This is an optimization exercise on Yosys and OpenROAD, whose aim is small area, a short achievable clock period and few clock cycles per item, not a production implementation.
Where RTL was checked, it was by simulation tests only, not by an equivalence proof against the original.
No functional check of the RTL was part of run 1.

==> flow/design.v (outline; a module is shown in full before it is edited, if it fits) <==
// module prefix_adder: 119 lines
// module sm_adder: 15 lines
// module mcm_lane: 53 lines
// module mcm_lane_ctrl: 56 lines
// module mcm_lane_rows: 114 lines
// module adder_tree: 992 lines
// module csa_fa: 10 lines
// module csa_ha: 9 lines
// module req_ack_ctrl: 14 lines
// module mcm_dct_top: 32 lines
module mcm_dct_top (
    input  logic                                  clk,
    input  logic                                  rst_n,
    input  logic                                  req_i,
    input  logic [8*(16+1)-1:0]   samples_i,
    input  logic [8*(3+1)-1:0] codes_i,
    output logic                                  ack_o,
    output logic [32:0]                   result_o
);
  // ...
==> flow/run.sh <==
#!/bin/bash
# synth_recipe.tcl (not shown) runs the flow's synth.tcl, then flattens the netlist and writes it again
# the make line also repeats each setting of config.mk as NAME=value (left out here)
make -C /OpenROAD-flow-scripts/flow DESIGN_CONFIG=/design/flow/config.mk WORK_HOME=/design/flow/orfs CLKGATE_MAP_FILE= SYNTH_SCRIPT=/design/flow/synth_recipe.tcl finish
==> flow/config.mk <==
export PLATFORM = sky130hd
export DESIGN_NAME = mcm_dct_top
export DESIGN_NICKNAME = mcm_dct_top
export VERILOG_FILES = /design/flow/design.v
export SDC_FILE = /design/flow/constraint.sdc
export NUM_CORES = 4
export LEC_CHECK = 0
export CAP_MARGIN = 20
export CORE_MARGIN = 2
export CORE_UTILIZATION = 40
export SLEW_MARGIN = 20
export SYNTH_HIERARCHICAL = 1
==> flow/constraint.sdc <==
create_clock -name core_clock -period 26.0 [get_ports {clk}]
set_input_delay 5.2000 -clock core_clock [delete_from_list [all_inputs] [get_ports {clk}]]
set_output_delay 5.2000 -clock core_clock [all_outputs]
set_load 0.01 [all_outputs]
==> flow_summary.toml, run 1 <==
[clock_tree]
cts-root-buf = "clkbuf_16"
clk_pin_slew_ps = 70
cts_tree = "done"
ctsResizeCount = 0
cts_sinks = 57

[global_routing]
grt_pass1_vias = 21440
antenna_found_initial = 3
grt.busiest_layer = "met2"

[setup_path]
critPathLaunch = "codes_i[11]"
cp.depth = 14
cp_slowest_cell = "a211oi_4"
crit_required_ps = 26260
cpMostUsedCell = "fa_1"

[logic_synthesis]
synth.avg_cell_area_um2 = 11.32

[layout]
inverters = 147
n_antenna_cell = 3
design.seq.count = 57
num-nonclk-buffers = 253
seq-cell-share = 0.03685
nClkBuffers = 12
clock_cell_area_share = 0.01094
fillCellCount = 6831
largestClassByArea = "multi-input combinational cells"
final-instance-count-excl-fill = 3425
multi_input_area_share = 0.8184

[timing]
tns_ps = 0
min_period_ps = 11900
rsz0062_at_grt = "no"

[detailed_routing]
wirelength_um = 106700
ant_nets = 0

[status]
status = "timing/DRC/antenna clean"

[floorplanning]
io_pins = 205
initial_core_util = 0.4035
chipWidth_um = 275.0

[placement]
pre_cts_ws_ps = 13850
==> run 2, diff against run 1 <==
--- a/flow/design.v
+++ b/flow/design.v
@@ -488,70 +488,70 @@
     logic s2840, c2840, s2843, c2843, s2846, c2846, s2849, c2849, s2852, c2852, s2855, c2855;
     logic s2858, c2858, s2861, c2861, s2864, c2864, s2867, c2867, s2870, c2870, s2873, c2873;
     logic s2876, c2876, s2879, c2879, s2882, c2882, s2885, c2885, s2888, c2888, s2891, c2891;
     logic s2894, c2894, s2897, c2897, s2900, c2900, s2903, c2903;
     logic [55:0] cut_d;
     logic [55:0] cut_q;
     logic [27:0] op_a;
     logic [27:0] op_b;
-    assign s752 = ~(pp[81] ^ pp[172]);
-    assign c752 = pp[81] | pp[172];
+    csa_xnor u_s752 (.a_i(pp[81]), .b_i(pp[172]), .y_o(s752));
+    csa_or u_c752 (.a_i(pp[81]), .b_i(pp[172]), .y_o(c752));
     csa_fa u_s755 (.a_i(pp[263]), .b_i(pp[354]), .c_i(pp[445]), .s_o(s755), .c_o(c755));
     csa_fa u_s758 (.a_i(pp[536]), .b_i(pp[627]), .c_i(pp[718]), .s_o(s758), .c_o(c758));
     csa_fa u_s761 (.a_i(pp[0]), .b_i(pp[91]), .c_i(pp[182]), .s_o(s761), .c_o(c761));
     csa_fa u_s764 (.a_i(pp[273]), .b_i(pp[364]), .c_i(pp[455]), .s_o(s764), .c_o(c764));
     csa_fa u_s767 (.a_i(pp[546]), .b_i(pp[637]), .c_i(s752), .s_o(s767), .c_o(c767));
     csa_fa u_s770 (.a_i(s755), .b_i(s758), .c_i(s761), .s_o(s770), .c_o(c770));
     csa_ha u_s773 (.a_i(s764), .b_i(s767), .s_o(s773), .c_o(c773));
-    assign s776 = ~(pp[1] ^ pp[92]);
-    assign c776 = pp[1] | pp[92];
+    csa_xnor u_s776 (.a_i(pp[1]), .b_i(pp[92]), .y_o(s776));
+    csa_or u_c776 (.a_i(pp[1]), .b_i(pp[92]), .y_o(c776));
     csa_fa u_s779 (.a_i(pp[183]), .b_i(pp[274]), .c_i(pp[365]), .s_o(s779), .c_o(c779));
     csa_fa u_s782 (.a_i(pp[456]), .b_i(pp[547]), .c_i(pp[638]), .s_o(s782), .c_o(c782));
     csa_fa u_s785 (.a_i(c752), .b_i(c755), .c_i(c758), .s_o(s785), .c_o(c785));
     csa_fa u_s788 (.a_i(c761), .b_i(c764), .c_i(s776), .s_o(s788), .c_o(c788));
     csa_fa u_s791 (.a_i(s779), .b_i(s782), .c_i(s785), .s_o(s791), .c_o(c791));
     csa_fa u_s794 (.a_i(c767), .b_i(c770), .c_i(s788), .s_o(s794), .c_o(c794));
     csa_ha u_s797 (.a_i(c773), .b_i(s791), .s_o(s797), .c_o(c797));
-    assign s800 = ~(pp[82] ^ pp[173]);
-    assign c800 = pp[82] | pp[173];
+    csa_xnor u_s800 (.a_i(pp[82]), .b_i(pp[173]), .y_o(s800));
+    csa_or u_c800 (.a_i(pp[82]), .b_i(pp[173]), .y_o(c800));
     csa_fa u_s803 (.a_i(pp[264]), .b_i(pp[355]), .c_i(pp[446]), .s_o(s803), .c_o(c803));
     csa_fa u_s806 (.a_i(pp[537]), .b_i(pp[628]), .c_i(pp[719]), .s_o(s806), .c_o(c806));
     csa_fa u_s809 (.a_i(pp[2]), .b_i(pp[16]), .c_i(pp[93]), .s_o(s809), .c_o(c809));
     csa_fa u_s812 (.a_i(pp[107]), .b_i(pp[184]), .c_i(pp[198]), .s_o(s812), .c_o(c812));
     csa_fa u_s815 (.a_i(pp[275]), .b_i(pp[289]), .c_i(pp[366]), .s_o(s815), .c_o(c815));
     csa_fa u_s818 (.a_i(pp[380]), .b_i(pp[457]), .c_i(pp[471]), .s_o(s818), .c_o(c818));
     csa_fa u_s821 (.a_i(pp[548]), .b_i(pp[562]), .c_i(pp[639]), .s_o(s821), .c_o(c821));
     csa_fa u_s824 (.a_i(pp[653]), .b_i(s800), .c_i(s803), .s_o(s824), .c_o(c824));
     csa_fa u_s827 (.a_i(s806), .b_i(c776), .c_i(c779), .s_o(s827), .c_o(c827));
     csa_fa u_s830 (.a_i(c782), .b_i(s809), .c_i(s812), .s_o(s830), .c_o(c830));
     csa_fa u_s833 (.a_i(s815), .b_i(s818), .c_i(s821), .s_o(s833), .c_o(c833));
     csa_fa u_s836 (.a_i(c785), .b_i(s824), .c_i(c788), .s_o(s836), .c_o(c836));
     csa_fa u_s839 (.a_i(s827), .b_i(s830), .c_i(s833), .s_o(s839), .c_o(c839));
     csa_fa u_s842 (.a_i(c791), .b_i(c794), .c_i(s836), .s_o(s842), .c_o(c842));
     csa_ha u_s845 (.a_i(c797), .b_i(s839), .s_o(s845), .c_o(c845));
-    assign s848 = ~(pp[3] ^ pp[17]);
-    assign c848 = pp[3] | pp[17];
+    csa_xnor u_s848 (.a_i(pp[3]), .b_i(pp[17]), .y_o(s848));
+    csa_or u_c848 (.a_i(pp[3]), .b_i(pp[17]), .y_o(c848));
     csa_fa u_s851 (.a_i(pp[94]), .b_i(pp[108]), .c_i(pp[185]), .s_o(s851), .c_o(c851));
     csa_fa u_s854 (.a_i(pp[199]), .b_i(pp[276]), .c_i(pp[290]), .s_o(s854), .c_o(c854));
     csa_fa u_s857 (.a_i(pp[367]), .b_i(pp[381]), .c_i(pp[458]), .s_o(s857), .c_o(c857));
     csa_fa u_s860 (.a_i(pp[472]), .b_i(pp[549]), .c_i(pp[563]), .s_o(s860), .c_o(c860));
     csa_fa u_s863 (.a_i(pp[640]), .b_i(pp[654]), .c_i(c800), .s_o(s863), .c_o(c863));
     csa_fa u_s866 (.a_i(c803), .b_i(c806), .c_i(c809), .s_o(s866), .c_o(c866));
     csa_fa u_s869 (.a_i(c812), .b_i(c815), .c_i(c818), .s_o(s869), .c_o(c869));
     csa_fa u_s872 (.a_i(c821), .b_i(s848), .c_i(s851), .s_o(s872), .c_o(c872));
     csa_fa u_s875 (.a_i(s854), .b_i(s857), .c_i(s860), .s_o(s875), .c_o(c875));
     csa_fa u_s878 (.a_i(s863), .b_i(c824), .c_i(c827), .s_o(s878), .c_o(c878));
     csa_fa u_s881 (.a_i(c830), .b_i(c833), .c_i(s866), .s_o(s881), .c_o(c881));
     csa_fa u_s884 (.a_i(s869), .b_i(s872), .c_i(s875), .s_o(s884), .c_o(c884));
     csa_fa u_s887 (.a_i(c836), .b_i(s878), .c_i(c839), .s_o(s887), .c_o(c887));
     csa_fa u_s890 (.a_i(s881), .b_i(s884), .c_i(c845), .s_o(s890), .c_o(c890));
     csa_ha u_s893 (.a_i(c842), .b_i(s887), .s_o(s893), .c_o(c893));
-    assign s896 = ~(pp[83] ^ pp[174]);
-    assign c896 = pp[83] | pp[174];
+    csa_xnor u_s896 (.a_i(pp[83]), .b_i(pp[174]), .y_o(s896));
+    csa_or u_c896 (.a_i(pp[83]), .b_i(pp[174]), .y_o(c896));
     csa_fa u_s899 (.a_i(pp[265]), .b_i(pp[356]), .c_i(pp[447]), .s_o(s899), .c_o(c899));
     csa_fa u_s902 (.a_i(pp[538]), .b_i(pp[629]), .c_i(pp[720]), .s_o(s902), .c_o(c902));
     csa_fa u_s905 (.a_i(pp[4]), .b_i(pp[18]), .c_i(pp[33]), .s_o(s905), .c_o(c905));
     csa_fa u_s908 (.a_i(pp[95]), .b_i(pp[109]), .c_i(pp[124]), .s_o(s908), .c_o(c908));
     csa_fa u_s911 (.a_i(pp[186]), .b_i(pp[200]), .c_i(pp[215]), .s_o(s911), .c_o(c911));
     csa_fa u_s914 (.a_i(pp[277]), .b_i(pp[291]), .c_i(pp[306]), .s_o(s914), .c_o(c914));
     csa_fa u_s917 (.a_i(pp[368]), .b_i(pp[382]), .c_i(pp[397]), .s_o(s917), .c_o(c917));
     csa_fa u_s920 (.a_i(pp[459]), .b_i(pp[473]), .c_i(pp[488]), .s_o(s920), .c_o(c920));
@@ -565,18 +565,18 @@
     csa_fa u_s944 (.a_i(s926), .b_i(c863), .c_i(c866), .s_o(s944), .c_o(c944));
     csa_fa u_s947 (.a_i(c869), .b_i(s929), .c_i(c872), .s_o(s947), .c_o(c947));
     csa_fa u_s950 (.a_i(c875), .b_i(s932), .c_i(s935), .s_o(s950), .c_o(c950));
     csa_fa u_s953 (.a_i(s938), .b_i(s941), .c_i(c878), .s_o(s953), .c_o(c953));
     csa_fa u_s956 (.a_i(c881), .b_i(s944), .c_i(c884), .s_o(s956), .c_o(c956));
     csa_fa u_s959 (.a_i(s947), .b_i(s950), .c_i(s953), .s_o(s959), .c_o(c959));
     csa_fa u_s962 (.a_i(c887), .b_i(s956), .c_i(c890), .s_o(s962), .c_o(c962));
     csa_ha u_s965 (.a_i(c893), .b_i(s959), .s_o(s965), .c_o(c965));
-    assign s968 = ~(pp[5] ^ pp[19]);
-    assign c968 = pp[5] | pp[19];
+    csa_xnor u_s968 (.a_i(pp[5]), .b_i(pp[19]), .y_o(s968));
+    csa_or u_c968 (.a_i(pp[5]), .b_i(pp[19]), .y_o(c968));
     csa_fa u_s971 (.a_i(pp[34]), .b_i(pp[96]), .c_i(pp[110]), .s_o(s971), .c_o(c971));
     csa_fa u_s974 (.a_i(pp[125]), .b_i(pp[187]), .c_i(pp[201]), .s_o(s974), .c_o(c974));
     csa_fa u_s977 (.a_i(pp[216]), .b_i(pp[278]), .c_i(pp[292]), .s_o(s977), .c_o(c977));
     csa_fa u_s980 (.a_i(pp[307]), .b_i(pp[369]), .c_i(pp[383]), .s_o(s980), .c_o(c980));
     csa_fa u_s983 (.a_i(pp[398]), .b_i(pp[460]), .c_i(pp[474]), .s_o(s983), .c_o(c983));
     csa_fa u_s986 (.a_i(pp[489]), .b_i(pp[551]), .c_i(pp[565]), .s_o(s986), .c_o(c986));
     csa_fa u_s989 (.a_i(pp[580]), .b_i(pp[642]), .c_i(pp[656]), .s_o(s989), .c_o(c989));
     csa_fa u_s992 (.a_i(pp[671]), .b_i(c896), .c_i(c899), .s_o(s992), .c_o(c992));
@@ -590,18 +590,18 @@
     csa_fa u_s1016 (.a_i(c938), .b_i(c941), .c_i(s995), .s_o(s1016), .c_o(c1016));
     csa_fa u_s1019 (.a_i(s998), .b_i(s1001), .c_i(s1004), .s_o(s1019), .c_o(c1019));
     csa_fa u_s1022 (.a_i(s1007), .b_i(s1010), .c_i(c944), .s_o(s1022), .c_o(c1022));
     csa_fa u_s1025 (.a_i(c947), .b_i(c950), .c_i(s1013), .s_o(s1025), .c_o(c1025));
     csa_fa u_s1028 (.a_i(s1016), .b_i(s1019), .c_i(c953), .s_o(s1028), .c_o(c1028));
     csa_fa u_s1031 (.a_i(s1022), .b_i(c956), .c_i(s1025), .s_o(s1031), .c_o(c1031));
     csa_fa u_s1034 (.a_i(c959), .b_i(s1028), .c_i(s1031), .s_o(s1034), .c_o(c1034));
     csa_ha u_s1037 (.a_i(c965), .b_i(c962), .s_o(s1037), .c_o(c1037));
-    assign s1040 = ~(pp[84] ^ pp[175]);
-    assign c1040 = pp[84] | pp[175];
+    csa_xnor u_s1040 (.a_i(pp[84]), .b_i(pp[175]), .y_o(s1040));
+    csa_or u_c1040 (.a_i(pp[84]), .b_i(pp[175]), .y_o(c1040));
     csa_fa u_s1043 (.a_i(pp[266]), .b_i(pp[357]), .c_i(pp[448]), .s_o(s1043), .c_o(c1043));
     csa_fa u_s1046 (.a_i(pp[539]), .b_i(pp[630]), .c_i(pp[721]), .s_o(s1046), .c_o(c1046));
     csa_fa u_s1049 (.a_i(pp[6]), .b_i(pp[20]), .c_i(pp[35]), .s_o(s1049), .c_o(c1049));
     csa_fa u_s1052 (.a_i(pp[49]), .b_i(pp[97]), .c_i(pp[111]), .s_o(s1052), .c_o(c1052));
     csa_fa u_s1055 (.a_i(pp[126]), .b_i(pp[140]), .c_i(pp[188]), .s_o(s1055), .c_o(c1055));
     csa_fa u_s1058 (.a_i(pp[202]), .b_i(pp[217]), .c_i(pp[231]), .s_o(s1058), .c_o(c1058));
     csa_fa u_s1061 (.a_i(pp[279]), .b_i(pp[293]), .c_i(pp[308]), .s_o(s1061), .c_o(c1061));
     csa_fa u_s1064 (.a_i(pp[322]), .b_i(pp[370]), .c_i(pp[384]), .s_o(s1064), .c_o(c1064));
@@ -623,18 +623,18 @@
     csa_fa u_s1112 (.a_i(s1091), .b_i(s1094), .c_i(s1097), .s_o(s1112), .c_o(c1112));
     csa_fa u_s1115 (.a_i(c1010), .b_i(s1100), .c_i(c1013), .s_o(s1115), .c_o(c1115));
     csa_fa u_s1118 (.a_i(c1016), .b_i(s1103), .c_i(c1019), .s_o(s1118), .c_o(c1118));
     csa_fa u_s1121 (.a_i(s1106), .b_i(s1109), .c_i(s1112), .s_o(s1121), .c_o(c1121));
     csa_fa u_s1124 (.a_i(c1022), .b_i(c1025), .c_i(s1115), .s_o(s1124), .c_o(c1124));
     csa_fa u_s1127 (.a_i(s1118), .b_i(c1028), .c_i(s1121), .s_o(s1127), .c_o(c1127));
     csa_fa u_s1130 (.a_i(c1031), .b_i(s1124), .c_i(s1127), .s_o(s1130), .c_o(c1130));
     csa_ha u_s1133 (.a_i(c1034), .b_i(c1037), .s_o(s1133), .c_o(c1133));
-    assign s1136 = ~(pp[7] ^ pp[21]);
-    assign c1136 = pp[7] | pp[21];
+    csa_xnor u_s1136 (.a_i(pp[7]), .b_i(pp[21]), .y_o(s1136));
+    csa_or u_c1136 (.a_i(pp[7]), .b_i(pp[21]), .y_o(c1136));
     csa_fa u_s1139 (.a_i(pp[36]), .b_i(pp[50]), .c_i(pp[98]), .s_o(s1139), .c_o(c1139));
     csa_fa u_s1142 (.a_i(pp[112]), .b_i(pp[127]), .c_i(pp[141]), .s_o(s1142), .c_o(c1142));
     csa_fa u_s1145 (.a_i(pp[189]), .b_i(pp[203]), .c_i(pp[218]), .s_o(s1145), .c_o(c1145));
     csa_fa u_s1148 (.a_i(pp[232]), .b_i(pp[280]), .c_i(pp[294]), .s_o(s1148), .c_o(c1148));
     csa_fa u_s1151 (.a_i(pp[309]), .b_i(pp[323]), .c_i(pp[371]), .s_o(s1151), .c_o(c1151));
     csa_fa u_s1154 (.a_i(pp[385]), .b_i(pp[400]), .c_i(pp[414]), .s_o(s1154), .c_o(c1154));
     csa_fa u_s1157 (.a_i(pp[462]), .b_i(pp[476]), .c_i(pp[491]), .s_o(s1157), .c_o(c1157));
     csa_fa u_s1160 (.a_i(pp[505]), .b_i(pp[553]), .c_i(pp[567]), .s_o(s1160), .c_o(c1160));
@@ -656,18 +656,18 @@
     csa_fa u_s1208 (.a_i(s1190), .b_i(c1103), .c_i(c1106), .s_o(s1208), .c_o(c1208));
     csa_fa u_s1211 (.a_i(c1109), .b_i(s1193), .c_i(c1112), .s_o(s1211), .c_o(c1211));
     csa_fa u_s1214 (.a_i(s1196), .b_i(s1199), .c_i(s1202), .s_o(s1214), .c_o(c1214));
     csa_fa u_s1217 (.a_i(s1205), .b_i(c1115), .c_i(c1118), .s_o(s1217), .c_o(c1217));
     csa_fa u_s1220 (.a_i(s1208), .b_i(c1121), .c_i(s1211), .s_o(s1220), .c_o(c1220));
     csa_fa u_s1223 (.a_i(s1214), .b_i(c1124), .c_i(s1217), .s_o(s1223), .c_o(c1223));
     csa_fa u_s1226 (.a_i(c1127), .b_i(s1220), .c_i(s1223), .s_o(s1226), .c_o(c1226));
     csa_ha u_s1229 (.a_i(c1130), .b_i(c1133), .s_o(s1229), .c_o(c1229));
-    assign s1232 = ~(pp[85] ^ pp[176]);
-    assign c1232 = pp[85] | pp[176];
+    csa_xnor u_s1232 (.a_i(pp[85]), .b_i(pp[176]), .y_o(s1232));
+    csa_or u_c1232 (.a_i(pp[85]), .b_i(pp[176]), .y_o(c1232));
     csa_fa u_s1235 (.a_i(pp[267]), .b_i(pp[358]), .c_i(pp[449]), .s_o(s1235), .c_o(c1235));
     csa_fa u_s1238 (.a_i(pp[540]), .b_i(pp[631]), .c_i(pp[722]), .s_o(s1238), .c_o(c1238));
     csa_fa u_s1241 (.a_i(pp[8]), .b_i(pp[22]), .c_i(pp[37]), .s_o(s1241), .c_o(c1241));
     csa_fa u_s1244 (.a_i(pp[51]), .b_i(pp[65]), .c_i(pp[99]), .s_o(s1244), .c_o(c1244));
     csa_fa u_s1247 (.a_i(pp[113]), .b_i(pp[128]), .c_i(pp[142]), .s_o(s1247), .c_o(c1247));
     csa_fa u_s1250 (.a_i(pp[156]), .b_i(pp[190]), .c_i(pp[204]), .s_o(s1250), .c_o(c1250));
     csa_fa u_s1253 (.a_i(pp[219]), .b_i(pp[233]), .c_i(pp[247]), .s_o(s1253), .c_o(c1253));
     csa_fa u_s1256 (.a_i(pp[281]), .b_i(pp[295]), .c_i(pp[310]), .s_o(s1256), .c_o(c1256));
@@ -697,18 +697,18 @@
     csa_fa u_s1328 (.a_i(s1307), .b_i(s1310), .c_i(c1202), .s_o(s1328), .c_o(c1328));
     csa_fa u_s1331 (.a_i(c1205), .b_i(s1313), .c_i(s1316), .s_o(s1331), .c_o(c1331));
     csa_fa u_s1334 (.a_i(s1319), .b_i(s1322), .c_i(c1208), .s_o(s1334), .c_o(c1334));
     csa_fa u_s1337 (.a_i(c1211), .b_i(s1325), .c_i(c1214), .s_o(s1337), .c_o(c1337));
     csa_fa u_s1340 (.a_i(s1328), .b_i(s1331), .c_i(c1217), .s_o(s1340), .c_o(c1340));
     csa_fa u_s1343 (.a_i(s1334), .b_i(c1220), .c_i(s1337), .s_o(s1343), .c_o(c1343));
     csa_fa u_s1346 (.a_i(c1223), .b_i(s1340), .c_i(s1343), .s_o(s1346), .c_o(c1346));
     csa_ha u_s1349 (.a_i(c1226), .b_i(c1229), .s_o(s1349), .c_o(c1349));
-    assign s1352 = ~(pp[9] ^ pp[23]);
-    assign c1352 = pp[9] | pp[23];
+    csa_xnor u_s1352 (.a_i(pp[9]), .b_i(pp[23]), .y_o(s1352));
+    csa_or u_c1352 (.a_i(pp[9]), .b_i(pp[23]), .y_o(c1352));
     csa_fa u_s1355 (.a_i(pp[38]), .b_i(pp[52]), .c_i(pp[66]), .s_o(s1355), .c_o(c1355));
     csa_fa u_s1358 (.a_i(pp[100]), .b_i(pp[114]), .c_i(pp[129]), .s_o(s1358), .c_o(c1358));
     csa_fa u_s1361 (.a_i(pp[143]), .b_i(pp[157]), .c_i(pp[191]), .s_o(s1361), .c_o(c1361));
     csa_fa u_s1364 (.a_i(pp[205]), .b_i(pp[220]), .c_i(pp[234]), .s_o(s1364), .c_o(c1364));
     csa_fa u_s1367 (.a_i(pp[248]), .b_i(pp[282]), .c_i(pp[296]), .s_o(s1367), .c_o(c1367));
     csa_fa u_s1370 (.a_i(pp[311]), .b_i(pp[325]), .c_i(pp[339]), .s_o(s1370), .c_o(c1370));
     csa_fa u_s1373 (.a_i(pp[373]), .b_i(pp[387]), .c_i(pp[402]), .s_o(s1373), .c_o(c1373));
     csa_fa u_s1376 (.a_i(pp[416]), .b_i(pp[430]), .c_i(pp[464]), .s_o(s1376), .c_o(c1376));
@@ -738,18 +738,18 @@
     csa_fa u_s1448 (.a_i(c1322), .b_i(s1427), .c_i(s1430), .s_o(s1448), .c_o(c1448));
     csa_fa u_s1451 (.a_i(s1433), .b_i(s1436), .c_i(c1325), .s_o(s1451), .c_o(c1451));
     csa_fa u_s1454 (.a_i(s1439), .b_i(c1328), .c_i(c1331), .s_o(s1454), .c_o(c1454));
     csa_fa u_s1457 (.a_i(s1442), .b_i(s1445), .c_i(s1448), .s_o(s1457), .c_o(c1457));
     csa_fa u_s1460 (.a_i(c1334), .b_i(s1451), .c_i(c1337), .s_o(s1460), .c_o(c1460));
     csa_fa u_s1463 (.a_i(s1454), .b_i(s1457), .c_i(c1340), .s_o(s1463), .c_o(c1463));
     csa_fa u_s1466 (.a_i(c1343), .b_i(s1460), .c_i(s1463), .s_o(s1466), .c_o(c1466));
     csa_ha u_s1469 (.a_i(c1346), .b_i(c1349), .s_o(s1469), .c_o(c1469));
-    assign s1472 = ~(pp[10] ^ pp[24]);
-    assign c1472 = pp[10] | pp[24];
+    csa_xnor u_s1472 (.a_i(pp[10]), .b_i(pp[24]), .y_o(s1472));
+    csa_or u_c1472 (.a_i(pp[10]), .b_i(pp[24]), .y_o(c1472));
     csa_fa u_s1475 (.a_i(pp[39]), .b_i(pp[53]), .c_i(pp[67]), .s_o(s1475), .c_o(c1475));
     csa_fa u_s1478 (.a_i(pp[101]), .b_i(pp[115]), .c_i(pp[130]), .s_o(s1478), .c_o(c1478));
     csa_fa u_s1481 (.a_i(pp[144]), .b_i(pp[158]), .c_i(pp[192]), .s_o(s1481), .c_o(c1481));
     csa_fa u_s1484 (.a_i(pp[206]), .b_i(pp[221]), .c_i(pp[235]), .s_o(s1484), .c_o(c1484));
     csa_fa u_s1487 (.a_i(pp[249]), .b_i(pp[283]), .c_i(pp[297]), .s_o(s1487), .c_o(c1487));
     csa_fa u_s1490 (.a_i(pp[312]), .b_i(pp[326]), .c_i(pp[340]), .s_o(s1490), .c_o(c1490));
     csa_fa u_s1493 (.a_i(pp[374]), .b_i(pp[388]), .c_i(pp[403]), .s_o(s1493), .c_o(c1493));
     csa_fa u_s1496 (.a_i(pp[417]), .b_i(pp[431]), .c_i(pp[465]), .s_o(s1496), .c_o(c1496));
@@ -779,18 +779,18 @@
     csa_fa u_s1568 (.a_i(s1550), .b_i(s1553), .c_i(c1439), .s_o(s1568), .c_o(c1568));
     csa_fa u_s1571 (.a_i(s1556), .b_i(c1442), .c_i(c1445), .s_o(s1571), .c_o(c1571));
     csa_fa u_s1574 (.a_i(c1448), .b_i(s1559), .c_i(s1562), .s_o(s1574), .c_o(c1574));
     csa_fa u_s1577 (.a_i(s1565), .b_i(c1451), .c_i(s1568), .s_o(s1577), .c_o(c1577));
     csa_fa u_s1580 (.a_i(c1454), .b_i(c1457), .c_i(s1571), .s_o(s1580), .c_o(c1580));
     csa_fa u_s1583 (.a_i(s1574), .b_i(s1577), .c_i(c1460), .s_o(s1583), .c_o(c1583));
     csa_fa u_s1586 (.a_i(s1580), .b_i(c1463), .c_i(s1583), .s_o(s1586), .c_o(c1586));
     csa_ha u_s1589 (.a_i(c1466), .b_i(s1586), .s_o(s1589), .c_o(c1589));
-    assign s1592 = ~(pp[11] ^ pp[25]);
-    assign c1592 = pp[11] | pp[25];
+    csa_xnor u_s1592 (.a_i(pp[11]), .b_i(pp[25]), .y_o(s1592));
+    csa_or u_c1592 (.a_i(pp[11]), .b_i(pp[25]), .y_o(c1592));
     csa_fa u_s1595 (.a_i(pp[40]), .b_i(pp[54]), .c_i(pp[68]), .s_o(s1595), .c_o(c1595));
     csa_fa u_s1598 (.a_i(pp[102]), .b_i(pp[116]), .c_i(pp[131]), .s_o(s1598), .c_o(c1598));
     csa_fa u_s1601 (.a_i(pp[145]), .b_i(pp[159]), .c_i(pp[193]), .s_o(s1601), .c_o(c1601));
     csa_fa u_s1604 (.a_i(pp[207]), .b_i(pp[222]), .c_i(pp[236]), .s_o(s1604), .c_o(c1604));
     csa_fa u_s1607 (.a_i(pp[250]), .b_i(pp[284]), .c_i(pp[298]), .s_o(s1607), .c_o(c1607));
     csa_fa u_s1610 (.a_i(pp[313]), .b_i(pp[327]), .c_i(pp[341]), .s_o(s1610), .c_o(c1610));
     csa_fa u_s1613 (.a_i(pp[375]), .b_i(pp[389]), .c_i(pp[404]), .s_o(s1613), .c_o(c1613));
     csa_fa u_s1616 (.a_i(pp[418]), .b_i(pp[432]), .c_i(pp[466]), .s_o(s1616), .c_o(c1616));
@@ -820,18 +820,18 @@
     csa_fa u_s1688 (.a_i(c1556), .b_i(s1673), .c_i(c1559), .s_o(s1688), .c_o(c1688));
     csa_fa u_s1691 (.a_i(c1562), .b_i(s1676), .c_i(c1565), .s_o(s1691), .c_o(c1691));
     csa_fa u_s1694 (.a_i(s1679), .b_i(s1682), .c_i(s1685), .s_o(s1694), .c_o(c1694));
     csa_fa u_s1697 (.a_i(c1568), .b_i(c1571), .c_i(c1574), .s_o(s1697), .c_o(c1697));
     csa_fa u_s1700 (.a_i(s1688), .b_i(s1691), .c_i(s1694), .s_o(s1700), .c_o(c1700));
     csa_fa u_s1703 (.a_i(c1577), .b_i(c1580), .c_i(s1697), .s_o(s1703), .c_o(c1703));
     csa_fa u_s1706 (.a_i(s1700), .b_i(c1583), .c_i(s1703), .s_o(s1706), .c_o(c1706));
     csa_ha u_s1709 (.a_i(c1586), .b_i(s1706), .s_o(s1709), .c_o(c1709));
-    assign s1712 = ~(pp[12] ^ pp[26]);
-    assign c1712 = pp[12] | pp[26];
+    csa_xnor u_s1712 (.a_i(pp[12]), .b_i(pp[26]), .y_o(s1712));
+    csa_or u_c1712 (.a_i(pp[12]), .b_i(pp[26]), .y_o(c1712));
     csa_fa u_s1715 (.a_i(pp[41]), .b_i(pp[55]), .c_i(pp[69]), .s_o(s1715), .c_o(c1715));
     csa_fa u_s1718 (.a_i(pp[103]), .b_i(pp[117]), .c_i(pp[132]), .s_o(s1718), .c_o(c1718));
     csa_fa u_s1721 (.a_i(pp[146]), .b_i(pp[160]), .c_i(pp[194]), .s_o(s1721), .c_o(c1721));
     csa_fa u_s1724 (.a_i(pp[208]), .b_i(pp[223]), .c_i(pp[237]), .s_o(s1724), .c_o(c1724));
     csa_fa u_s1727 (.a_i(pp[251]), .b_i(pp[285]), .c_i(pp[299]), .s_o(s1727), .c_o(c1727));
     csa_fa u_s1730 (.a_i(pp[314]), .b_i(pp[328]), .c_i(pp[342]), .s_o(s1730), .c_o(c1730));
     csa_fa u_s1733 (.a_i(pp[376]), .b_i(pp[390]), .c_i(pp[405]), .s_o(s1733), .c_o(c1733));
     csa_fa u_s1736 (.a_i(pp[419]), .b_i(pp[433]), .c_i(pp[467]), .s_o(s1736), .c_o(c1736));
@@ -861,18 +861,18 @@
     csa_fa u_s1808 (.a_i(s1793), .b_i(c1676), .c_i(c1679), .s_o(s1808), .c_o(c1808));
     csa_fa u_s1811 (.a_i(s1796), .b_i(c1682), .c_i(c1685), .s_o(s1811), .c_o(c1811));
     csa_fa u_s1814 (.a_i(s1799), .b_i(s1802), .c_i(s1805), .s_o(s1814), .c_o(c1814));
     csa_fa u_s1817 (.a_i(c1688), .b_i(c1691), .c_i(s1808), .s_o(s1817), .c_o(c1817));
     csa_fa u_s1820 (.a_i(c1694), .b_i(s1811), .c_i(s1814), .s_o(s1820), .c_o(c1820));
     csa_fa u_s1823 (.a_i(c1697), .b_i(s1817), .c_i(c1700), .s_o(s1823), .c_o(c1823));
     csa_fa u_s1826 (.a_i(s1820), .b_i(c1703), .c_i(s1823), .s_o(s1826), .c_o(c1826));
     csa_ha u_s1829 (.a_i(c1706), .b_i(s1826), .s_o(s1829), .c_o(c1829));
-    assign s1832 = ~(pp[13] ^ pp[27]);
-    assign c1832 = pp[13] | pp[27];
+    csa_xnor u_s1832 (.a_i(pp[13]), .b_i(pp[27]), .y_o(s1832));
+    csa_or u_c1832 (.a_i(pp[13]), .b_i(pp[27]), .y_o(c1832));
     csa_fa u_s1835 (.a_i(pp[42]), .b_i(pp[56]), .c_i(pp[70]), .s_o(s1835), .c_o(c1835));
     csa_fa u_s1838 (.a_i(pp[104]), .b_i(pp[118]), .c_i(pp[133]), .s_o(s1838), .c_o(c1838));
     csa_fa u_s1841 (.a_i(pp[147]), .b_i(pp[161]), .c_i(pp[195]), .s_o(s1841), .c_o(c1841));
     csa_fa u_s1844 (.a_i(pp[209]), .b_i(pp[224]), .c_i(pp[238]), .s_o(s1844), .c_o(c1844));
     csa_fa u_s1847 (.a_i(pp[252]), .b_i(pp[286]), .c_i(pp[300]), .s_o(s1847), .c_o(c1847));
     csa_fa u_s1850 (.a_i(pp[315]), .b_i(pp[329]), .c_i(pp[343]), .s_o(s1850), .c_o(c1850));
     csa_fa u_s1853 (.a_i(pp[377]), .b_i(pp[391]), .c_i(pp[406]), .s_o(s1853), .c_o(c1853));
     csa_fa u_s1856 (.a_i(pp[420]), .b_i(pp[434]), .c_i(pp[468]), .s_o(s1856), .c_o(c1856));
@@ -902,18 +902,18 @@
     csa_fa u_s1928 (.a_i(s1913), .b_i(c1796), .c_i(c1799), .s_o(s1928), .c_o(c1928));
     csa_fa u_s1931 (.a_i(s1916), .b_i(c1802), .c_i(c1805), .s_o(s1931), .c_o(c1931));
     csa_fa u_s1934 (.a_i(s1919), .b_i(s1922), .c_i(s1925), .s_o(s1934), .c_o(c1934));
     csa_fa u_s1937 (.a_i(c1808), .b_i(c1811), .c_i(s1928), .s_o(s1937), .c_o(c1937));
     csa_fa u_s1940 (.a_i(c1814), .b_i(s1931), .c_i(s1934), .s_o(s1940), .c_o(c1940));
     csa_fa u_s1943 (.a_i(c1817), .b_i(s1937), .c_i(c1820), .s_o(s1943), .c_o(c1943));
     csa_fa u_s1946 (.a_i(s1940), .b_i(c1823), .c_i(s1943), .s_o(s1946), .c_o(c1946));
     csa_ha u_s1949 (.a_i(c1826), .b_i(s1946), .s_o(s1949), .c_o(c1949));
-    assign s1952 = ~(pp[14] ^ pp[28]);
-    assign c1952 = pp[14] | pp[28];
+    csa_xnor u_s1952 (.a_i(pp[14]), .b_i(pp[28]), .y_o(s1952));
+    csa_or u_c1952 (.a_i(pp[14]), .b_i(pp[28]), .y_o(c1952));
     csa_fa u_s1955 (.a_i(pp[43]), .b_i(pp[57]), .c_i(pp[71]), .s_o(s1955), .c_o(c1955));
     csa_fa u_s1958 (.a_i(pp[105]), .b_i(pp[119]), .c_i(pp[134]), .s_o(s1958), .c_o(c1958));
     csa_fa u_s1961 (.a_i(pp[148]), .b_i(pp[162]), .c_i(pp[196]), .s_o(s1961), .c_o(c1961));
     csa_fa u_s1964 (.a_i(pp[210]), .b_i(pp[225]), .c_i(pp[239]), .s_o(s1964), .c_o(c1964));
     csa_fa u_s1967 (.a_i(pp[253]), .b_i(pp[287]), .c_i(pp[301]), .s_o(s1967), .c_o(c1967));
     csa_fa u_s1970 (.a_i(pp[316]), .b_i(pp[330]), .c_i(pp[344]), .s_o(s1970), .c_o(c1970));
     csa_fa u_s1973 (.a_i(pp[378]), .b_i(pp[392]), .c_i(pp[407]), .s_o(s1973), .c_o(c1973));
     csa_fa u_s1976 (.a_i(pp[421]), .b_i(pp[435]), .c_i(pp[469]), .s_o(s1976), .c_o(c1976));
@@ -943,18 +943,18 @@
     csa_fa u_s2048 (.a_i(s2033), .b_i(c1916), .c_i(c1919), .s_o(s2048), .c_o(c2048));
     csa_fa u_s2051 (.a_i(s2036), .b_i(c1922), .c_i(c1925), .s_o(s2051), .c_o(c2051));
     csa_fa u_s2054 (.a_i(s2039), .b_i(s2042), .c_i(s2045), .s_o(s2054), .c_o(c2054));
     csa_fa u_s2057 (.a_i(c1928), .b_i(c1931), .c_i(s2048), .s_o(s2057), .c_o(c2057));
     csa_fa u_s2060 (.a_i(c1934), .b_i(s2051), .c_i(s2054), .s_o(s2060), .c_o(c2060));
     csa_fa u_s2063 (.a_i(c1937), .b_i(s2057), .c_i(c1940), .s_o(s2063), .c_o(c2063));
     csa_fa u_s2066 (.a_i(s2060), .b_i(c1943), .c_i(s2063), .s_o(s2066), .c_o(c2066));
     csa_ha u_s2069 (.a_i(c1946), .b_i(s2066), .s_o(s2069), .c_o(c2069));
-    assign s2072 = ~(pp[15] ^ pp[29]);
-    assign c2072 = pp[15] | pp[29];
+    csa_xnor u_s2072 (.a_i(pp[15]), .b_i(pp[29]), .y_o(s2072));
+    csa_or u_c2072 (.a_i(pp[15]), .b_i(pp[29]), .y_o(c2072));
     csa_fa u_s2075 (.a_i(pp[44]), .b_i(pp[58]), .c_i(pp[72]), .s_o(s2075), .c_o(c2075));
     csa_fa u_s2078 (.a_i(pp[106]), .b_i(pp[120]), .c_i(pp[135]), .s_o(s2078), .c_o(c2078));
     csa_fa u_s2081 (.a_i(pp[149]), .b_i(pp[163]), .c_i(pp[197]), .s_o(s2081), .c_o(c2081));
     csa_fa u_s2084 (.a_i(pp[211]), .b_i(pp[226]), .c_i(pp[240]), .s_o(s2084), .c_o(c2084));
     csa_fa u_s2087 (.a_i(pp[254]), .b_i(pp[288]), .c_i(pp[302]), .s_o(s2087), .c_o(c2087));
     csa_fa u_s2090 (.a_i(pp[317]), .b_i(pp[331]), .c_i(pp[345]), .s_o(s2090), .c_o(c2090));
     csa_fa u_s2093 (.a_i(pp[379]), .b_i(pp[393]), .c_i(pp[408]), .s_o(s2093), .c_o(c2093));
     csa_fa u_s2096 (.a_i(pp[422]), .b_i(pp[436]), .c_i(pp[470]), .s_o(s2096), .c_o(c2096));
@@ -984,18 +984,18 @@
     csa_fa u_s2168 (.a_i(s2153), .b_i(c2036), .c_i(c2039), .s_o(s2168), .c_o(c2168));
     csa_fa u_s2171 (.a_i(s2156), .b_i(c2042), .c_i(c2045), .s_o(s2171), .c_o(c2171));
     csa_fa u_s2174 (.a_i(s2159), .b_i(s2162), .c_i(s2165), .s_o(s2174), .c_o(c2174));
     csa_fa u_s2177 (.a_i(c2048), .b_i(c2051), .c_i(s2168), .s_o(s2177), .c_o(c2177));
     csa_fa u_s2180 (.a_i(c2054), .b_i(s2171), .c_i(s2174), .s_o(s2180), .c_o(c2180));
     csa_fa u_s2183 (.a_i(c2057), .b_i(s2177), .c_i(c2060), .s_o(s2183), .c_o(c2183));
     csa_fa u_s2186 (.a_i(s2180), .b_i(c2063), .c_i(s2183), .s_o(s2186), .c_o(c2186));
     csa_ha u_s2189 (.a_i(c2066), .b_i(s2186), .s_o(s2189), .c_o(c2189));
-    assign s2192 = ~(pp[86] ^ pp[177]);
-    assign c2192 = pp[86] | pp[177];
+    csa_xnor u_s2192 (.a_i(pp[86]), .b_i(pp[177]), .y_o(s2192));
+    csa_or u_c2192 (.a_i(pp[86]), .b_i(pp[177]), .y_o(c2192));
     csa_fa u_s2195 (.a_i(pp[268]), .b_i(pp[359]), .c_i(pp[450]), .s_o(s2195), .c_o(c2195));
     csa_fa u_s2198 (.a_i(pp[541]), .b_i(pp[632]), .c_i(pp[723]), .s_o(s2198), .c_o(c2198));
     csa_fa u_s2201 (.a_i(pp[30]), .b_i(pp[45]), .c_i(pp[59]), .s_o(s2201), .c_o(c2201));
     csa_fa u_s2204 (.a_i(pp[73]), .b_i(pp[121]), .c_i(pp[136]), .s_o(s2204), .c_o(c2204));
     csa_fa u_s2207 (.a_i(pp[150]), .b_i(pp[164]), .c_i(pp[212]), .s_o(s2207), .c_o(c2207));
     csa_fa u_s2210 (.a_i(pp[227]), .b_i(pp[241]), .c_i(pp[255]), .s_o(s2210), .c_o(c2210));
     csa_fa u_s2213 (.a_i(pp[303]), .b_i(pp[318]), .c_i(pp[332]), .s_o(s2213), .c_o(c2213));
     csa_fa u_s2216 (.a_i(pp[346]), .b_i(pp[394]), .c_i(pp[409]), .s_o(s2216), .c_o(c2216));
@@ -1025,18 +1025,18 @@
     csa_fa u_s2288 (.a_i(s2273), .b_i(c2156), .c_i(c2159), .s_o(s2288), .c_o(c2288));
     csa_fa u_s2291 (.a_i(s2276), .b_i(c2162), .c_i(c2165), .s_o(s2291), .c_o(c2291));
     csa_fa u_s2294 (.a_i(s2279), .b_i(s2282), .c_i(s2285), .s_o(s2294), .c_o(c2294));
     csa_fa u_s2297 (.a_i(c2168), .b_i(c2171), .c_i(s2288), .s_o(s2297), .c_o(c2297));
     csa_fa u_s2300 (.a_i(c2174), .b_i(s2291), .c_i(s2294), .s_o(s2300), .c_o(c2300));
     csa_fa u_s2303 (.a_i(c2177), .b_i(s2297), .c_i(c2180), .s_o(s2303), .c_o(c2303));
     csa_fa u_s2306 (.a_i(s2300), .b_i(c2183), .c_i(s2303), .s_o(s2306), .c_o(c2306));
     csa_ha u_s2309 (.a_i(c2186), .b_i(s2306), .s_o(s2309), .c_o(c2309));
-    assign s2312 = ~(pp[31] ^ pp[46]);
-    assign c2312 = pp[31] | pp[46];
+    csa_xnor u_s2312 (.a_i(pp[31]), .b_i(pp[46]), .y_o(s2312));
+    csa_or u_c2312 (.a_i(pp[31]), .b_i(pp[46]), .y_o(c2312));
     csa_fa u_s2315 (.a_i(pp[60]), .b_i(pp[74]), .c_i(pp[122]), .s_o(s2315), .c_o(c2315));
     csa_fa u_s2318 (.a_i(pp[137]), .b_i(pp[151]), .c_i(pp[165]), .s_o(s2318), .c_o(c2318));
     csa_fa u_s2321 (.a_i(pp[213]), .b_i(pp[228]), .c_i(pp[242]), .s_o(s2321), .c_o(c2321));
     csa_fa u_s2324 (.a_i(pp[256]), .b_i(pp[304]), .c_i(pp[319]), .s_o(s2324), .c_o(c2324));
     csa_fa u_s2327 (.a_i(pp[333]), .b_i(pp[347]), .c_i(pp[395]), .s_o(s2327), .c_o(c2327));
     csa_fa u_s2330 (.a_i(pp[410]), .b_i(pp[424]), .c_i(pp[438]), .s_o(s2330), .c_o(c2330));
     csa_fa u_s2333 (.a_i(pp[486]), .b_i(pp[501]), .c_i(pp[515]), .s_o(s2333), .c_o(c2333));
     csa_fa u_s2336 (.a_i(pp[529]), .b_i(pp[577]), .c_i(pp[592]), .s_o(s2336), .c_o(c2336));
@@ -1062,18 +1062,18 @@
     csa_fa u_s2396 (.a_i(s2381), .b_i(c2276), .c_i(c2279), .s_o(s2396), .c_o(c2396));
     csa_fa u_s2399 (.a_i(s2384), .b_i(c2282), .c_i(c2285), .s_o(s2399), .c_o(c2399));
     csa_fa u_s2402 (.a_i(s2387), .b_i(s2390), .c_i(s2393), .s_o(s2402), .c_o(c2402));
     csa_fa u_s2405 (.a_i(c2288), .b_i(c2291), .c_i(s2396), .s_o(s2405), .c_o(c2405));
     csa_fa u_s2408 (.a_i(c2294), .b_i(s2399), .c_i(s2402), .s_o(s2408), .c_o(c2408));
     csa_fa u_s2411 (.a_i(c2297), .b_i(s2405), .c_i(c2300), .s_o(s2411), .c_o(c2411));
     csa_fa u_s2414 (.a_i(s2408), .b_i(c2303), .c_i(s2411), .s_o(s2414), .c_o(c2414));
     csa_ha u_s2417 (.a_i(c2306), .b_i(s2414), .s_o(s2417), .c_o(c2417));
-    assign s2420 = ~(pp[32] ^ pp[47]);
-    assign c2420 = pp[32] | pp[47];
+    csa_xnor u_s2420 (.a_i(pp[32]), .b_i(pp[47]), .y_o(s2420));
+    csa_or u_c2420 (.a_i(pp[32]), .b_i(pp[47]), .y_o(c2420));
     csa_fa u_s2423 (.a_i(pp[61]), .b_i(pp[75]), .c_i(pp[123]), .s_o(s2423), .c_o(c2423));
     csa_fa u_s2426 (.a_i(pp[138]), .b_i(pp[152]), .c_i(pp[166]), .s_o(s2426), .c_o(c2426));
     csa_fa u_s2429 (.a_i(pp[214]), .b_i(pp[229]), .c_i(pp[243]), .s_o(s2429), .c_o(c2429));
     csa_fa u_s2432 (.a_i(pp[257]), .b_i(pp[305]), .c_i(pp[320]), .s_o(s2432), .c_o(c2432));
     csa_fa u_s2435 (.a_i(pp[334]), .b_i(pp[348]), .c_i(pp[396]), .s_o(s2435), .c_o(c2435));
     csa_fa u_s2438 (.a_i(pp[411]), .b_i(pp[425]), .c_i(pp[439]), .s_o(s2438), .c_o(c2438));
     csa_fa u_s2441 (.a_i(pp[487]), .b_i(pp[502]), .c_i(pp[516]), .s_o(s2441), .c_o(c2441));
     csa_fa u_s2444 (.a_i(pp[530]), .b_i(pp[578]), .c_i(pp[593]), .s_o(s2444), .c_o(c2444));
@@ -1129,18 +1129,18 @@
     csa_fa u_s2594 (.a_i(s2576), .b_i(c2486), .c_i(s2579), .s_o(s2594), .c_o(c2594));
     csa_fa u_s2597 (.a_i(s2582), .b_i(s2585), .c_i(c2489), .s_o(s2597), .c_o(c2597));
     csa_fa u_s2600 (.a_i(c2492), .b_i(c2495), .c_i(s2588), .s_o(s2600), .c_o(c2600));
     csa_fa u_s2603 (.a_i(s2591), .b_i(s2594), .c_i(c2498), .s_o(s2603), .c_o(c2603));
     csa_fa u_s2606 (.a_i(c2501), .b_i(s2597), .c_i(c2504), .s_o(s2606), .c_o(c2606));
     csa_fa u_s2609 (.a_i(s2600), .b_i(s2603), .c_i(c2507), .s_o(s2609), .c_o(c2609));
     csa_fa u_s2612 (.a_i(c2510), .b_i(s2606), .c_i(s2609), .s_o(s2612), .c_o(c2612));
     csa_fa u_s2615 (.a_i(c2513), .b_i(s2612), .c_i(c2516), .s_o(s2615), .c_o(c2615));
-    assign s2618 = ~(pp[88] ^ pp[179]);
-    assign c2618 = pp[88] | pp[179];
+    csa_xnor u_s2618 (.a_i(pp[88]), .b_i(pp[179]), .y_o(s2618));
+    csa_or u_c2618 (.a_i(pp[88]), .b_i(pp[179]), .y_o(c2618));
     csa_fa u_s2621 (.a_i(pp[270]), .b_i(pp[361]), .c_i(pp[452]), .s_o(s2621), .c_o(c2621));
     csa_fa u_s2624 (.a_i(pp[543]), .b_i(pp[634]), .c_i(pp[725]), .s_o(s2624), .c_o(c2624));
     csa_fa u_s2627 (.a_i(pp[63]), .b_i(pp[77]), .c_i(pp[154]), .s_o(s2627), .c_o(c2627));
     csa_fa u_s2630 (.a_i(pp[168]), .b_i(pp[245]), .c_i(pp[259]), .s_o(s2630), .c_o(c2630));
     csa_fa u_s2633 (.a_i(pp[336]), .b_i(pp[350]), .c_i(pp[427]), .s_o(s2633), .c_o(c2633));
     csa_fa u_s2636 (.a_i(pp[441]), .b_i(pp[518]), .c_i(pp[532]), .s_o(s2636), .c_o(c2636));
     csa_fa u_s2639 (.a_i(pp[609]), .b_i(pp[623]), .c_i(pp[700]), .s_o(s2639), .c_o(c2639));
     csa_fa u_s2642 (.a_i(pp[714]), .b_i(c2522), .c_i(c2525), .s_o(s2642), .c_o(c2642));
@@ -1158,18 +1158,18 @@
     csa_fa u_s2678 (.a_i(c2582), .b_i(s2663), .c_i(c2585), .s_o(s2678), .c_o(c2678));
     csa_fa u_s2681 (.a_i(s2666), .b_i(s2669), .c_i(c2588), .s_o(s2681), .c_o(c2681));
     csa_fa u_s2684 (.a_i(c2591), .b_i(s2672), .c_i(c2594), .s_o(s2684), .c_o(c2684));
     csa_fa u_s2687 (.a_i(s2675), .b_i(s2678), .c_i(c2597), .s_o(s2687), .c_o(c2687));
     csa_fa u_s2690 (.a_i(c2600), .b_i(s2681), .c_i(s2684), .s_o(s2690), .c_o(c2690));
     csa_fa u_s2693 (.a_i(c2603), .b_i(s2687), .c_i(c2606), .s_o(s2693), .c_o(c2693));
     csa_fa u_s2696 (.a_i(s2690), .b_i(c2609), .c_i(s2693), .s_o(s2696), .c_o(c2696));
     csa_ha u_s2699 (.a_i(c2612), .b_i(s2696), .s_o(s2699), .c_o(c2699));
-    assign s2702 = ~(pp[64] ^ pp[78]);
-    assign c2702 = pp[64] | pp[78];
+    csa_xnor u_s2702 (.a_i(pp[64]), .b_i(pp[78]), .y_o(s2702));
+    csa_or u_c2702 (.a_i(pp[64]), .b_i(pp[78]), .y_o(c2702));
     csa_fa u_s2705 (.a_i(pp[155]), .b_i(pp[169]), .c_i(pp[246]), .s_o(s2705), .c_o(c2705));
     csa_fa u_s2708 (.a_i(pp[260]), .b_i(pp[337]), .c_i(pp[351]), .s_o(s2708), .c_o(c2708));
     csa_fa u_s2711 (.a_i(pp[428]), .b_i(pp[442]), .c_i(pp[519]), .s_o(s2711), .c_o(c2711));
     csa_fa u_s2714 (.a_i(pp[533]), .b_i(pp[610]), .c_i(pp[624]), .s_o(s2714), .c_o(c2714));
     csa_fa u_s2717 (.a_i(pp[701]), .b_i(pp[715]), .c_i(c2618), .s_o(s2717), .c_o(c2717));
     csa_fa u_s2720 (.a_i(c2621), .b_i(c2624), .c_i(c2627), .s_o(s2720), .c_o(c2720));
     csa_fa u_s2723 (.a_i(c2630), .b_i(c2633), .c_i(c2636), .s_o(s2723), .c_o(c2723));
     csa_fa u_s2726 (.a_i(c2639), .b_i(s2702), .c_i(s2705), .s_o(s2726), .c_o(c2726));
@@ -1211,33 +1211,33 @@
     csa_fa u_s2834 (.a_i(c2780), .b_i(s2822), .c_i(s2825), .s_o(s2834), .c_o(c2834));
     csa_fa u_s2837 (.a_i(s2828), .b_i(c2783), .c_i(c2786), .s_o(s2837), .c_o(c2837));
     csa_fa u_s2840 (.a_i(c2789), .b_i(s2831), .c_i(c2792), .s_o(s2840), .c_o(c2840));
     csa_fa u_s2843 (.a_i(s2834), .b_i(c2795), .c_i(c2798), .s_o(s2843), .c_o(c2843));
     csa_fa u_s2846 (.a_i(s2837), .b_i(c2801), .c_i(s2840), .s_o(s2846), .c_o(c2846));
     csa_fa u_s2849 (.a_i(c2804), .b_i(s2843), .c_i(c2807), .s_o(s2849), .c_o(c2849));
     csa_fa u_s2852 (.a_i(s2846), .b_i(c2810), .c_i(s2849), .s_o(s2852), .c_o(c2852));
     csa_fa u_s2855 (.a_i(c2813), .b_i(s2852), .c_i(c2816), .s_o(s2855), .c_o(c2855));
-    assign s2858 = ~(pp[90] ^ pp[181]);
-    assign c2858 = pp[90] | pp[181];
+    csa_xnor u_s2858 (.a_i(pp[90]), .b_i(pp[181]), .y_o(s2858));
+    csa_or u_c2858 (.a_i(pp[90]), .b_i(pp[181]), .y_o(c2858));
     csa_fa u_s2861 (.a_i(pp[272]), .b_i(pp[363]), .c_i(pp[454]), .s_o(s2861), .c_o(c2861));
     csa_fa u_s2864 (.a_i(pp[545]), .b_i(pp[636]), .c_i(pp[727]), .s_o(s2864), .c_o(c2864));
     csa_fa u_s2867 (.a_i(s2858), .b_i(s2861), .c_i(s2864), .s_o(s2867), .c_o(c2867));
     csa_fa u_s2870 (.a_i(c2822), .b_i(c2825), .c_i(c2828), .s_o(s2870), .c_o(c2870));
     csa_fa u_s2873 (.a_i(c2831), .b_i(s2867), .c_i(c2834), .s_o(s2873), .c_o(c2873));
     csa_fa u_s2876 (.a_i(s2870), .b_i(c2837), .c_i(c2840), .s_o(s2876), .c_o(c2876));
     csa_fa u_s2879 (.a_i(s2873), .b_i(c2843), .c_i(c2846), .s_o(s2879), .c_o(c2879));
     csa_fa u_s2882 (.a_i(s2876), .b_i(c2849), .c_i(s2879), .s_o(s2882), .c_o(c2882));
     csa_ha u_s2885 (.a_i(c2852), .b_i(s2882), .s_o(s2885), .c_o(c2885));
     csa_fa u_s2888 (.a_i(c2858), .b_i(c2861), .c_i(c2864), .s_o(s2888), .c_o(c2888));
     csa_fa u_s2891 (.a_i(s2888), .b_i(c2867), .c_i(c2870), .s_o(s2891), .c_o(c2891));
     csa_fa u_s2894 (.a_i(c2873), .b_i(s2891), .c_i(c2876), .s_o(s2894), .c_o(c2894));
     csa_fa u_s2897 (.a_i(c2879), .b_i(s2894), .c_i(c2882), .s_o(s2897), .c_o(c2897));
-    assign s2900 = ~(c2888 ^ c2891);
-    assign c2900 = c2888 | c2891;
+    csa_xnor u_s2900 (.a_i(c2888), .b_i(c2891), .y_o(s2900));
+    csa_or u_c2900 (.a_i(c2888), .b_i(c2891), .y_o(c2900));
     csa_ha u_s2903 (.a_i(s2900), .b_i(c2894), .s_o(s2903), .c_o(c2903));
     assign cut_d[0] = s770;
     assign cut_d[1] = s773;
     assign cut_d[2] = s794;
     assign cut_d[3] = s797;
     assign cut_d[4] = s845;
     assign cut_d[5] = s842;
     assign cut_d[6] = s893;
@@ -1361,16 +1361,30 @@
     input  logic b_i,
     input  logic c_i,
     output logic s_o,
     output logic c_o
 );
     assign s_o = a_i ^ b_i ^ c_i;
     assign c_o = (a_i & b_i) | (a_i & c_i) | (b_i & c_i);
 endmodule
+module csa_xnor (
+    input  logic a_i,
+    input  logic b_i,
+    output logic y_o
+);
+    assign y_o = ~(a_i ^ b_i);
+endmodule
+module csa_or (
+    input  logic a_i,
+    input  logic b_i,
+    output logic y_o
+);
+    assign y_o = a_i | b_i;
+endmodule
 module csa_ha (
     input  logic a_i,
     input  logic b_i,
     output logic s_o,
     output logic c_o
 );
     assign s_o = a_i ^ b_i;
     assign c_o = a_i & b_i;
==> flow/flow/run.sh (new file) <==
#!/bin/bash
# Own layout flow: the standard ORFS flow (standard.sh, unchanged synthesis), with the
# ports buffered by a plain buffer cell instead of the default choice, and setup repair
# aimed at a larger slack than the clock period needs, so that repair works on this design's
# real critical paths. Each run's full output goes to a log file in the work folder.
set -euo pipefail
export BUFFER_PORTS_ARGS="-buffer_cell sky130_fd_sc_hd__buf_2"
export SETUP_SLACK_MARGIN="${FLOW_SETUP_MARGIN:-15}"
bash standard.sh synth > run_synth.log 2>&1
bash standard.sh > run_layout.log 2>&1
==> flow/standard.sh (new file) <==
#!/bin/bash
# synth_recipe.tcl (not shown) runs the flow's synth.tcl, then flattens the netlist and writes it again
# the make line also repeats each setting of config.mk as NAME=value (left out here)
make -C /OpenROAD-flow-scripts/flow DESIGN_CONFIG=/design/flow/config.mk WORK_HOME=/design/flow/orfs CLKGATE_MAP_FILE= SYNTH_SCRIPT=/design/flow/synth_recipe.tcl "${@:-finish}"
removed: flow/run.sh
==> flow_summary.toml, run 2 <==
[status]
status = "timing/DRC/antenna clean"

[logic_synthesis]
synth.avg_cell_area_um2 = 11.52
syn_inst = 2526
synth-warning-count = 8
synth_area_mm2 = 0.02910

[setup_path]
start_kind = "input port"
cpMostUsedCell = "fa_1"
crit_required_ps = 26250
cp_data_arrival_time_ps = 11130
cp_slowest_cell = "nand3_1"
cp-end-kind = "flop"
crit_chain = "buf_2, xor2_2, nand3_1, mux2i_1, fa_1, fa_1, fa_1, fa_1, fa_1, fa_1, fa_1, fa_1, ha_1"
critPathLaunch = "codes_i[27]"
crit_fanout = 18
path_class = "input port to flop"
slowest_delay_ps = 730

[layout]
largestRegisters = "u_tree.cut_q: 56 flops, u_ctrl.ack_o: 1 flops"
largest_reg_flops = 56
area_growth_pct = 3.010
final_cell_mix = "mux2i_1 (675), fa_1 (672), buf_2 (199), xor2_1 (129), nor2_1 (69)"
final_layout_size_suffix_gt1_frac = 0.1493
nets = 3293
final_common_cell = "mux2i_1"
largest_register = "u_tree.cut_q"

[detailed_routing]
ant_nets = 0
firstDrtPassIters = 5
drc = 0
wl_per_cell_um = 31.77
initialDrtViolationCount = 1838
wirelength_um = 106700
routed_via_density = 5.810
vias = 19520

[placement]
dp_hpwl_um = 91520
pre_cts_ws_ps = 14560
routabilityCongestion = 1.034
port_buffers = 199

[global_routing]
overflow = 0
antenna_found_initial = 6
gr-usage-all-layers = 0.2878
grt_pass1_vias = 21650
grt_pass1_wl_um = 152700
grt_max_degree = 20

[timing]
hold_viol = 0
worstMarginPinSlew_ps = 1094
rsz0062_at_grt = "no"
setup_viol_count_final = 0
slew_headroom = 0.2688
worst_slack_ps = 15110
slew_viol_final = 0
period_share = 0.4188
tns_ps = 0
min_period_ps = 10890
fmax_mhz = 91.84

[floorplanning]
coreArea_mm2 = 0.07173
initial_core_util = 0.4057
die_h_um = 273.7
io_pins = 205
rows = 98
chipWidth_um = 273.7
die_area_mm2 = 0.07492

[clock_tree]
cts_inserted_buffers = 9
clk_pin_slew_ps = 70
cts_tree = "done"
cts-root-buf = "clkbuf_16"
cts_sinks = 57
ctsHoldBuffers = 0
htreeDepth = 3
cts_buffer_depth = 2

[run]
drv_cap = 0

[hold_path]
hp-class = "input port to asynchronous set/reset pin"
[run 2: final timing paths]
| path | slack, ps | end |
|---|---|---|
| min in group core_clock | 4930 | u_ctrl.ack_o |
| setup / recovery | 15110 | u_tree.cut_q[31] |
| max in group asynchronous | 21330 | u_ctrl.ack_o |
| hold / removal | 4590 | u_ctrl.ack_o |
[run 2: layout make-up]
cell class | count | area, um2
fill | 6831 | 41760
multi-input combinational | 2013 | 25570
timing repair buffer | 263 | 1501
tap | 950 | 1189
sequential | 57 | 1146
clock buffer | 9 | 225.2
inverter | 55 | 206.4
clock inverter | 7 | 127.6
antenna | 5 | 12.51
[run 2: metal layers]
metal	track usage	share of wire
met5	0	0.00012
met4	0.2193	0.094
met3	0.02991	0.046
met2	0.4866	0.49
met1	0.3374	0.37
[run 2: repair_timing]
action	CTS	global route
endpoints found under the setup margin	6	22
buffers inserted	2	5
pin swaps	1	2
resized for setup	6	14
[run 2: worst max-delay path: cells and delay by family]
kind / cells / cell delay, ps
fa+ha+maj: 9 / 4260
simple gates: 1 / 730
xor+xnor: 1 / 340
mux: 1 / 450
buf+inv: 1 / 140
[run 2: stage by stage]
stage / instances / util / hold WS (ps) / instance area (um2)
finish: 3359 / 0.4179 / 4587 / 29970
detailed placement: 3331 / 0.4101 / 4976 / 29420
global route: 3359 / 0.4179 / 4587 / 29970
floorplan: 2530 / - / 4904 / 29110
CTS: 3349 / 0.4160 / 4579 / 29840
global placement: 3331 / 0.4101 / 4975 / 29420
Testbench counts of run 2, summed over its fixed seeds: cycles 4,096, items 2,048.
==> run 3, diff against run 2 <==
==> flow/run.sh (new file) <==
#!/bin/bash
# synth_recipe.tcl (not shown) runs the flow's synth.tcl, then flattens the netlist and writes it again
# the make line also repeats each setting of config.mk as NAME=value (left out here)
make -C /OpenROAD-flow-scripts/flow DESIGN_CONFIG=/design/flow/config.mk WORK_HOME=/design/flow/orfs CLKGATE_MAP_FILE= SYNTH_SCRIPT=/design/flow/synth_recipe.tcl finish
removed: flow/flow/run.sh
removed: flow/standard.sh
==> flow_summary.toml, run 3 <==
[status]
status = "timing/DRC/antenna clean"

[setup_path]
slowest_delay_ps = 940
cp-end-kind = "flop"
crit_fanout = 17
cp_slowest_cell = "a211oi_4"
path_class = "input port to flop"
cpMostUsedCell = "fa_1"
crit_required_ps = 26250
cp_top_family = "adder cells"
crit_chain = "clkdlybuf4s50_1, xor2_2, nor2_2, a211oi_4, mux2i_1, fa_1, fa_1, fa_1, fa_1, fa_1, fa_1, fa_1, fa_1, fa_1"
critical_path_buf_inv_count = 1
cp_data_arrival_time_ps = 11880
start_kind = "input port"

[detailed_routing]
routed_via_density = 5.766
firstDrtPassIters = 5
ant_nets = 0
wl_per_cell_um = 31.11
drc = 0
wirelength_um = 104200
initialDrtViolationCount = 1769
vias = 19320

[layout]
nets = 3287
final_common_cell = "mux2i_1"
largestRegisters = "u_tree.cut_q: 56 flops, u_ctrl.ack_o: 1 flops"
fillCellCount = 6659
area_growth_pct = 5.805
utilization = 0.4292
largest_register = "u_tree.cut_q"
largest_reg_flops = 56
final_layout_size_suffix_gt1_frac = 0.05796
final_cell_mix = "mux2i_1 (675), fa_1 (672), clkdlybuf4s50_1 (199), xor2_1 (129), nor2_1 (69)"

[logic_synthesis]
synth.avg_cell_area_um2 = 11.52
synth_area_mm2 = 0.02910
synth-warning-count = 8
syn_inst = 2526

[timing]
slew_viol_final = 0
hold_viol = 0
setup_viol_count_final = 0
slew_headroom = 0.2023
rsz0062_at_grt = "no"
fmax_mhz = 85.96
worstMarginPinSlew_ps = 1197
period_share = 0.4474
min_period_ps = 11630
tns_ps = 0

[clock_tree]
cts_sinks = 57
clk_pin_slew_ps = 70
cts_inserted_buffers = 9
cts_setup_buffers = 0
cts_tree = "done"
cts_buffer_depth = 2
htreeDepth = 3
cts-root-buf = "clkbuf_16"
ctsResizeCount = 0
ctsHoldBuffers = 0

[floorplanning]
die_area_mm2 = 0.07492
initial_core_util = 0.4057
die_h_um = 273.7
io_pins = 205
coreArea_mm2 = 0.07173
rows = 98
chipWidth_um = 273.7

[global_routing]
grt_pass1_wl_um = 150100
grt_pass1_vias = 21450
grt_max_degree = 20
antenna_found_initial = 1
gr-usage-all-layers = 0.2828
overflow = 0

[placement]
port_buffers = 199
routabilityCongestion = 1.001
dp_hpwl_um = 90380

[run]
drv_cap = 0

[hold_path]
hp-class = "input port to asynchronous set/reset pin"
## run 3: layer usage
metal	wire length, um	part of all wire	track usage
met1	37700	0.36	0.3285
met2	52540	0.50	0.4895
met3	5430	0.052	0.03614
met4	8561	0.082	0.1871
met5	0	0	0
## run 3: cell type report
cell class | count | area, um2 | share of cell area
Clock inverter | 7 | 127.6 | 0.004145
Multi-Input combinational cell | 2013 | 25460 | 0.8270
Sequential cell | 57 | 1146 | 0.03723
Clock buffer | 9 | 225.2 | 0.007315
Inverter | 55 | 206.4 | 0.006706
Antenna cell | 2 | 5.005 | 0.0001626
Tap cell | 950 | 1189 | 0.03861
Timing Repair Buffer | 257 | 2427 | 0.07884
## run 3: worst paths after layout
kind | from | end | slack, ps | cells after the start
setup / recovery | codes_i[15] | u_tree.cut_q[39] | 14370 | 14
max in group asynchronous | rst_n | u_ctrl.ack_o | 20940 | 1
hold / removal | rst_n | u_ctrl.ack_o | 4960 | 1
min in group core_clock | req_i | u_ctrl.ack_o | 5260 | 1
## run 3: stage by stage
stage	instances	area (um2)	hold slack, ps	setup WS (ps)
after global routing	3349	30780	4956	14200
final	3350	30790	4960	14370
after CTS	3348	30780	4950	14410
after detailed placement	3332	30430	5355	14030
after floorplan	2530	29110	4904	15350
after global placement	3332	30430	5352	14070

port drivers added, routing unchanged:
The results above use ideal ports. As a check the final layouts listed here were re-extracted and re-timed, cells and wires unchanged.
Step 1 assumes that a clkbuf_16 drives the clock port and a buf_2 every other input.
Step 2 adds t to the input delays and takes it off the output delays; t is the mean of the earliest and latest rising clock arrival at the registers after step 1. Input paths then give back, and output paths get back, about the clock's delay inside the block.
a / b / c = no drivers / after step 1 / after step 2; a / b = the first two.
run	t, ns	setup WS [ns]	worst hold slack (ns)	worst setup path at the end
run 1	0.419	14.097 / 14.129 / 13.710	4.964 / 4.931 / 5.350	input to register
run 2	0.427	15.112 / 15.147 / 14.719	4.587 / 4.554 / 4.981	input to register
run 3	0.425	14.366 / 14.401 / 13.975	4.960 / 4.927 / 5.353	input to register
After both steps setup and hold are still met in every run listed. For run 2, which loses most, drivers alone change the setup slack by +0.035 ns; drivers and shift together by -0.393 ns.
